From an optimization exercise on the open Yosys and OpenROAD flow, aimed at small area and a short achievable clock period; shortcuts taken in it are not production practice. RTL that was checked went through simulation tests only; none was proved equivalent to the original. The flow treats the clock pin as an ideal source, which a real chip does not have.

== north ==
==> module mem_responder, before the edit <==
module mem_responder
#(
    parameter int unsigned ADDR_W = mem_pkg::ADDR_W_DEF,
    parameter int unsigned DATA_W = mem_pkg::DATA_W_DEF,
    parameter int unsigned DEPTH  = 200
) (
    input  logic              clk,
    input  logic              rst,
    input  logic              MemRead,
    input  logic              MemWrite,
    input  logic [ADDR_W-1:0] addr,
    input  logic [DATA_W-1:0] wdata,
    output logic [DATA_W-1:0] rdata,
    output logic              ready,
    output logic              busy,
    output logic              err
);
    logic [7:0]        lo_q;       
    logic [7:0]        mid_q;      
    logic [3:0]        hi_q;       
    logic [DATA_W-1:0] wdata_q;
    logic              rd_q;       
    logic              wr_q;       
    logic              bad_q;      
    logic [DATA_W-1:0] rpre_q;     
    logic              p1_q, p2_q, p3_q;
    logic [3:0]        hwe_q;      
    logic [3:0]        hwe_n_q;    
    logic              busy_q, ready_q, err_q;
    logic [DATA_W-1:0] rdata_q;
    logic              accept;
    logic              in_range;
    logic [DEPTH-1:0]  sel;
    logic [DEPTH-1:0]  we;
    logic [DEPTH-1:0]  hold;
    logic [DATA_W-1:0] ram_rdata;
    assign accept   = !busy_q && (MemRead || MemWrite);
    assign in_range = 32'(addr) < DEPTH;
    always_ff @(posedge clk) begin
        if (accept) begin
            for (int i = 0; i < 8; i++) begin
                lo_q[i]  <= (addr[2:0] == 3'(i));
                mid_q[i] <= (addr[5:3] == 3'(i));
            end
            for (int i = 0; i < 4; i++) begin
                hi_q[i] <= (addr[7:6] == 2'(i));
            end
            wdata_q <= wdata;
            rd_q    <= MemRead;
            wr_q    <= MemWrite && !MemRead && in_range;
            bad_q   <= (MemRead && MemWrite) || !in_range;
        end
        rpre_q <= ram_rdata;
    end
    always_ff @(posedge clk or posedge rst) begin
        if (rst) begin
            hwe_q   <= '0;
            hwe_n_q <= '1;
        end else begin
            for (int i = 0; i < 4; i++) begin
                hwe_q[i]   <= p2_q && wr_q && hi_q[i];
                hwe_n_q[i] <= !(p2_q && wr_q && hi_q[i]);
            end
        end
    end
    always_comb begin
        for (int w = 0; w < DEPTH; w++) begin
            sel[w]  = lo_q[w % 8] && mid_q[(w / 8) % 8] && hi_q[w / 64];
            we[w]   = lo_q[w % 8] && mid_q[(w / 8) % 8] && hwe_q[w / 64];
            hold[w] = !(lo_q[w % 8] && mid_q[(w / 8) % 8] && !hwe_n_q[w / 64]);
        end
    end
    mem_array #(
        .DATA_W (DATA_W),
        .DEPTH  (DEPTH)
    ) u_mem_array (
        .clk   (clk),
        .we    (we),
        .hold  (hold),
        .wdata (wdata_q),
        .sel   (sel),
        .rdata (ram_rdata)
    );
    always_ff @(posedge clk or posedge rst) begin
        if (rst) begin
            p1_q    <= 1'b0;
            p2_q    <= 1'b0;
            p3_q    <= 1'b0;
            busy_q  <= 1'b0;
            ready_q <= 1'b0;
            err_q   <= 1'b0;
            rdata_q <= '0;
        end else begin
            p1_q    <= accept;
            p2_q    <= p1_q;
            p3_q    <= p2_q;
            busy_q  <= accept || (busy_q && !p3_q);
            ready_q <= p3_q;
            err_q   <= p3_q && bad_q;
            if (p3_q && rd_q) begin
                rdata_q <= bad_q ? '0 : rpre_q;
            end
        end
    end
    assign rdata = rdata_q;
    assign ready = ready_q;
    assign busy  = busy_q;
    assign err   = err_q;
endmodule
clock: 4.2 ns
lec_check: 0
cap_margin: 20
core_margin: 2
core_utilization: 60
slew_margin: 20
run.sh (not shown) runs the stock make flow with config.mk's settings and CLKGATE_MAP_FILE= SYNTH_SCRIPT=/design/flow/synth_recipe.tcl, a recipe that flattens the netlist after the stock synthesis.
The log for north ends in global routing (5_1_grt) with error GRT-0116, so the run never completed.
Changes in south relative to north:
-- flow/design.v --
<<< north, line 47
    output logic              err
);
    logic [7:0]        lo_q;       
    logic [7:0]        mid_q;      
    logic [3:0]        hi_q;       
    logic [DATA_W-1:0] wdata_q;
    logic              rd_q;       
>>> south, line 47
    output logic              err
);
    logic [ADDR_W-1:0] addr_q;
    logic [DATA_W-1:0] wdata_q;
    logic              rd_q;       
<<< north, line 56
    logic [DATA_W-1:0] rpre_q;     
    logic              p1_q, p2_q, p3_q;
    logic [3:0]        hwe_q;      
    logic [3:0]        hwe_n_q;    
    logic              busy_q, ready_q, err_q;
    logic [DATA_W-1:0] rdata_q;
    logic              accept;
    logic              in_range;
    logic [DEPTH-1:0]  sel;
    logic [DEPTH-1:0]  we;
    logic [DEPTH-1:0]  hold;
>>> south, line 54
    logic [DATA_W-1:0] rpre_q;     
    logic              p1_q, p2_q, p3_q;
    logic              p3n_q;      
    logic              busy_q, ready_q, err_q;
    logic [DATA_W-1:0] rdata_q;
    logic              accept;
    logic              in_range;
    logic [DEPTH-1:0]  dec;
    logic [DEPTH-1:0]  we;
    logic [DEPTH-1:0]  hold;
<<< north, line 70
    always_ff @(posedge clk) begin
        if (accept) begin
            for (int i = 0; i < 8; i++) begin
                lo_q[i]  <= (addr[2:0] == 3'(i));
                mid_q[i] <= (addr[5:3] == 3'(i));
            end
            for (int i = 0; i < 4; i++) begin
                hi_q[i] <= (addr[7:6] == 2'(i));
            end
            wdata_q <= wdata;
            rd_q    <= MemRead;
>>> south, line 67
    always_ff @(posedge clk) begin
        if (accept) begin
            addr_q  <= addr;
            wdata_q <= wdata;
            rd_q    <= MemRead;
<<< north, line 84
        rpre_q <= ram_rdata;
    end
    always_ff @(posedge clk or posedge rst) begin
        if (rst) begin
            hwe_q   <= '0;
            hwe_n_q <= '1;
        end else begin
            for (int i = 0; i < 4; i++) begin
                hwe_q[i]   <= p2_q && wr_q && hi_q[i];
                hwe_n_q[i] <= !(p2_q && wr_q && hi_q[i]);
            end
        end
    end
    always_comb begin
        for (int w = 0; w < DEPTH; w++) begin
            sel[w]  = lo_q[w % 8] && mid_q[(w / 8) % 8] && hi_q[w / 64];
            we[w]   = lo_q[w % 8] && mid_q[(w / 8) % 8] && hwe_q[w / 64];
            hold[w] = !(lo_q[w % 8] && mid_q[(w / 8) % 8] && !hwe_n_q[w / 64]);
        end
    end
>>> south, line 75
        rpre_q <= ram_rdata;
    end
    always_comb begin
        for (int w = 0; w < DEPTH; w++) begin
            dec[w] = (addr_q == ADDR_W'(w));
            we[w]   = dec[w] && p3_q && wr_q;
            hold[w] = !(dec[w] && !p3n_q && wr_q);
        end
    end
<<< north, line 110
        .hold  (hold),
        .wdata (wdata_q),
        .sel   (sel),
        .rdata (ram_rdata)
    );
    always_ff @(posedge clk or posedge rst) begin
        if (rst) begin
>>> south, line 90
        .hold  (hold),
        .wdata (wdata_q),
        .sel   (dec),
        .rdata (ram_rdata)
    );
    always_ff @(posedge clk or posedge rst) begin
        if (rst) begin
            p3n_q <= 1'b1;
        end else begin
            p3n_q <= !p2_q;
        end
    end
    always_ff @(posedge clk or posedge rst) begin
        if (rst) begin
==> notes.md <==
- south never completed; the flow aborted with a tool error in global routing (5_1_grt).
- The count of cells resized by post-cts repair in south was higher than what north gave.
- Changes observed in south relative to north: post-synthesis average cell area moved up, number of sinks handled by clock tree synthesis moved down.
- In south, global placement routability congestion is higher than in north.
- Chip height ends up lower on south.
- Per the comparison of south with north, post-synth net total fell 1.8%; effective utilization at floorplan about even.
- Post-CTS setup buffer count: north vs south — no meaningful difference
- Comparing share of synthesized area occupied by flip-flops and latches for south and north, the smaller number came from north.
- Between south and north, the proportion of register bits with asynchronous set or reset after synthesis is lower for south.
- Synthesized area was lower in the run labelled south.
- Row number of buffers inserted during clock tree synthesis: south lower / north higher
Function was not checked in any run of this note: the RTL went through the layout flow alone.


v6:
Another version of the RTL of mem_responder (not shown whole).
For scale: about 10000 cells after synthesis, roughly 3600 flip-flops, about 47 I/O pins.
==> module mem_responder, before the edit <==
module mem_responder
#(
    parameter int unsigned ADDR_W = mem_pkg::ADDR_W_DEF,
    parameter int unsigned DATA_W = mem_pkg::DATA_W_DEF,
    parameter int unsigned DEPTH  = 200,
    parameter int unsigned NGRP   = 8,
    parameter int unsigned NWG    = (DEPTH + 7) / 8
) (
    input  logic              clk,
    input  logic              rst,
    input  logic              MemRead,
    input  logic              MemWrite,
    input  logic [ADDR_W-1:0] addr,
    input  logic [DATA_W-1:0] wdata,
    output logic [DATA_W-1:0] rdata,
    output logic              ready,
    output logic              busy,
    output logic              err
);
    logic [7:0]        lo_q;       
    logic [7:0]        mid_q;      
    logic [3:0]        hi_q;       
    logic [DATA_W-1:0] wdata_q;
    logic              rd_q;       
    logic              wr_q;       
    logic              bad_q;      
    logic [DEPTH-1:0]  sel_q;      
    logic [NGRP-1:0][DATA_W-1:0] part_q;
    logic              p1_q, p2_q, p3_q;
    logic [NWG-1:0]    hwe_q;      
    logic              busy_q, ready_q, err_q;
    logic [DATA_W-1:0] rdata_q;
    logic              accept;
    logic              in_range;
    logic [DEPTH-1:0]  sel;
    logic [DEPTH-1:0]  we;
    logic [DEPTH-1:0]  hold;
    logic [NGRP-1:0][DATA_W-1:0] part;
    logic [DATA_W-1:0] rd_word;
    assign accept   = !busy_q && (MemRead || MemWrite);
    assign in_range = 32'(addr) < DEPTH;
    always_ff @(posedge clk) begin
        if (accept) begin
            for (int i = 0; i < 8; i++) begin
                lo_q[i]  <= (addr[2:0] == 3'(i));
                mid_q[i] <= (addr[5:3] == 3'(i));
            end
            for (int i = 0; i < 4; i++) begin
                hi_q[i] <= (addr[7:6] == 2'(i));
            end
            wdata_q <= wdata;
            rd_q    <= MemRead;
            wr_q    <= MemWrite && !MemRead && in_range;
            bad_q   <= (MemRead && MemWrite) || !in_range;
        end
        sel_q  <= sel;
        part_q <= part;
    end
    always_comb begin
        for (int w = 0; w < DEPTH; w++) begin
            sel[w]  = lo_q[w % 8] && mid_q[(w / 8) % 8] && hi_q[w / 64];
            we[w]   = sel_q[w] && hwe_q[w / 8];
            hold[w] = !we[w];
        end
        rd_word = '0;
        for (int g = 0; g < NGRP; g++) begin
            rd_word = rd_word | part_q[g];
        end
    end
    mem_array #(
        .DATA_W (DATA_W),
        .DEPTH  (DEPTH),
        .NGRP   (NGRP)
    ) u_mem_array (
        .clk   (clk),
        .we    (we),
        .hold  (hold),
        .wdata (wdata_q),
        .sel   (sel_q),
        .part  (part)
    );
    always_ff @(posedge clk or posedge rst) begin
        if (rst) begin
            p1_q    <= 1'b0;
            p2_q    <= 1'b0;
            p3_q    <= 1'b0;
            hwe_q   <= '0;
            busy_q  <= 1'b0;
            ready_q <= 1'b0;
            err_q   <= 1'b0;
            rdata_q <= '0;
        end else begin
            p1_q    <= accept;
            p2_q    <= p1_q;
            p3_q    <= p2_q;
            for (int i = 0; i < NWG; i++) begin
                hwe_q[i] <= p2_q && wr_q && hi_q[i / 8] && mid_q[i % 8];
            end
            busy_q  <= accept || (busy_q && !p3_q);
            ready_q <= p3_q;
            err_q   <= p3_q && bad_q;
            if (p3_q && rd_q) begin
                rdata_q <= bad_q ? '0 : rd_word;
            end
        end
    end
    assign rdata = rdata_q;
    assign ready = ready_q;
    assign busy  = busy_q;
    assign err   = err_q;
endmodule
clock: 4.2 ns
lec_check: 0
cap_margin: 20
core_margin: 2
core_utilization: 65
cts_cluster_diameter: 150
cts_cluster_size: 30
setup_slack_margin: 2.0
slew_margin: 20
synth_hierarchical: 1
synth_minimum_keep_size: 0
standard.sh (not shown) runs the stock make flow with config.mk's settings and CLKGATE_MAP_FILE= SYNTH_SCRIPT=/design/flow/synth_recipe.tcl, a recipe that flattens the netlist after the stock synthesis.
==> flow/flow/run.sh <==
#!/bin/bash
set -euo pipefail
work=$(cd "$(dirname "$0")/.." && pwd)
bash standard.sh \
  "PRE_IO_PLACEMENT_TCL=$work/flow/io.tcl" \
  "BUFFER_PORTS_ARGS=-buffer_cell sky130_fd_sc_hd__buf_4" \
  "PRE_DETAIL_PLACE_TCL=$work/flow/outbuf.tcl" \
  "POST_CTS_TCL=$work/flow/post_cts.tcl" \
  finish > "$work/standard.log" 2>&1
==> flow/flow/io.tcl <==
# Keep every port in one stretch in the middle of the top edge, so the
# registers that drive the outputs and take the inputs sit together near it.
set die [ord::get_db_block]
set dx [expr [[$die getDieArea] xMax] / 1000.0]
set lo [expr $dx * 0.35]
set hi [expr $dx * 0.65]
set_io_pin_constraint -pin_names {clk rst MemRead MemWrite addr* wdata* rdata* ready busy err} -region top:$lo-$hi
==> flow/flow/outbuf.tcl <==
# Before detailed placement: put each output port's buffer right beside the
# register that drives it, so the register's output wire is short;
# detailed placement then legalizes the moved cells.
set block [ord::get_db_block]
set moved 0
foreach bterm [$block getBTerms] {
  if {[$bterm getIoType] != "OUTPUT"} { continue }
  set pnet [$bterm getNet]
  set buf ""
  foreach it [$pnet getITerms] {
    if {[$it isOutputSignal]} { set buf [$it getInst] }
  }
  if {$buf == ""} { continue }
  set ff ""
  foreach it [$buf getITerms] {
    if {[$it isInputSignal] && [$it getNet] != "NULL"} {
      foreach it2 [[$it getNet] getITerms] {
        if {[$it2 isOutputSignal]} { set ff [$it2 getInst] }
      }
    }
  }
  if {$ff == ""} { continue }
  if {![[$ff getMaster] isSequential]} { continue }
  set loc [$ff getLocation]
  $buf setLocation [lindex $loc 0] [expr {[lindex $loc 1] + 2720}]
  incr moved
}
puts "outbuf.tcl: moved $moved port buffers beside their registers"
==> flow/flow/post_cts.tcl <==
# After CTS: one more setup repair of the paths between registers and from
# the inputs. The paths to the outputs, which only the clock tree and the
# output registers limit, are set aside while it runs so they do not stop
# the repair early, and put back after it.
estimate_parasitics -placement
set_false_path -to [all_outputs]
repair_timing -setup -setup_margin 2.1 -repair_tns 100 -verbose
unset_path_exceptions -to [all_outputs]
detailed_placement
check_placement -verbose
The flow for v6 finished, though final verification flagged antenna violations.
Here is what was changed in the inputs of v7 compared with v6.
diff --git a/flow/design.v b/flow/design.v
--- a/flow/design.v
+++ b/flow/design.v
@@ -96,12 +96,13 @@
     logic              wr_q;       
     logic              bad_q;      
     logic [DEPTH-1:0]  sel_q;      
     logic [NGRP-1:0][DATA_W-1:0] part_q;
     logic              p1_q, p2_q, p3_q;
     logic [NWG-1:0]    hwe_q;      
+    logic [NWG-1:0]    hwe_n_q;    
     logic              busy_q, ready_q, err_q;
     logic [DATA_W-1:0] rdata_q;
     logic              accept;
     logic              in_range;
     logic [DEPTH-1:0]  sel;
     logic [DEPTH-1:0]  we;
@@ -128,13 +129,13 @@
         part_q <= part;
     end
     always_comb begin
         for (int w = 0; w < DEPTH; w++) begin
             sel[w]  = lo_q[w % 8] && mid_q[(w / 8) % 8] && hi_q[w / 64];
             we[w]   = sel_q[w] && hwe_q[w / 8];
-            hold[w] = !we[w];
+            hold[w] = !(sel_q[w] && !hwe_n_q[w / 8]);
         end
         rd_word = '0;
         for (int g = 0; g < NGRP; g++) begin
             rd_word = rd_word | part_q[g];
         end
     end
@@ -153,22 +154,24 @@
     always_ff @(posedge clk or posedge rst) begin
         if (rst) begin
             p1_q    <= 1'b0;
             p2_q    <= 1'b0;
             p3_q    <= 1'b0;
             hwe_q   <= '0;
+            hwe_n_q <= '1;
             busy_q  <= 1'b0;
             ready_q <= 1'b0;
             err_q   <= 1'b0;
             rdata_q <= '0;
         end else begin
             p1_q    <= accept;
             p2_q    <= p1_q;
             p3_q    <= p2_q;
             for (int i = 0; i < NWG; i++) begin
-                hwe_q[i] <= p2_q && wr_q && hi_q[i / 8] && mid_q[i % 8];
+                hwe_q[i]   <= p2_q && wr_q && hi_q[i / 8] && mid_q[i % 8];
+                hwe_n_q[i] <= !(p2_q && wr_q && hi_q[i / 8] && mid_q[i % 8]);
             end
             busy_q  <= accept || (busy_q && !p3_q);
             ready_q <= p3_q;
             err_q   <= p3_q && bad_q;
             if (p3_q && rd_q) begin
                 rdata_q <= bad_q ? '0 : rd_word;
==> notes.md <==
v7 finished every step from synthesis to the final layout, and the layout passed the timing, design-rule and antenna checks.
Compared with v6, number of synthesized register bits in v7 increased slightly.
Relative to v6, peak fanout along the critical path has decreased by 15 in v7.
Delta (v7 minus v6): worst setup slack now larger, minimum period implied by the final worst setup slack went down by 0.11 ns.
v7 has headroom to the max-slew limit below what v6 had.

==> afterwards: timing with drivers on the ports <==
Ports are ideal in the flow. The routed layouts listed here were re-timed in OpenROAD. Step 1 assumes that a clkbuf_16 drives the clock port and a buf_2 every other input. Step 2 moves the port delays by t, midway between the first and last clock arrival at a register: inputs arrive t later, outputs are due t later. That takes back most of the time a late clock gives input paths. Three values: ideal ports, drivers, drivers and shift; two values: the first two.
| run | shift t [ns] | slack for setup (ns) | worst data-port slew with drivers (ns) |
|---|---|---|---|
| v6 | 0.921 | 1.806 / 1.806 / 1.806 | 0.09 |
| v7 | 0.921 | 1.911 / 1.835 / 1.993 | 0.09 |
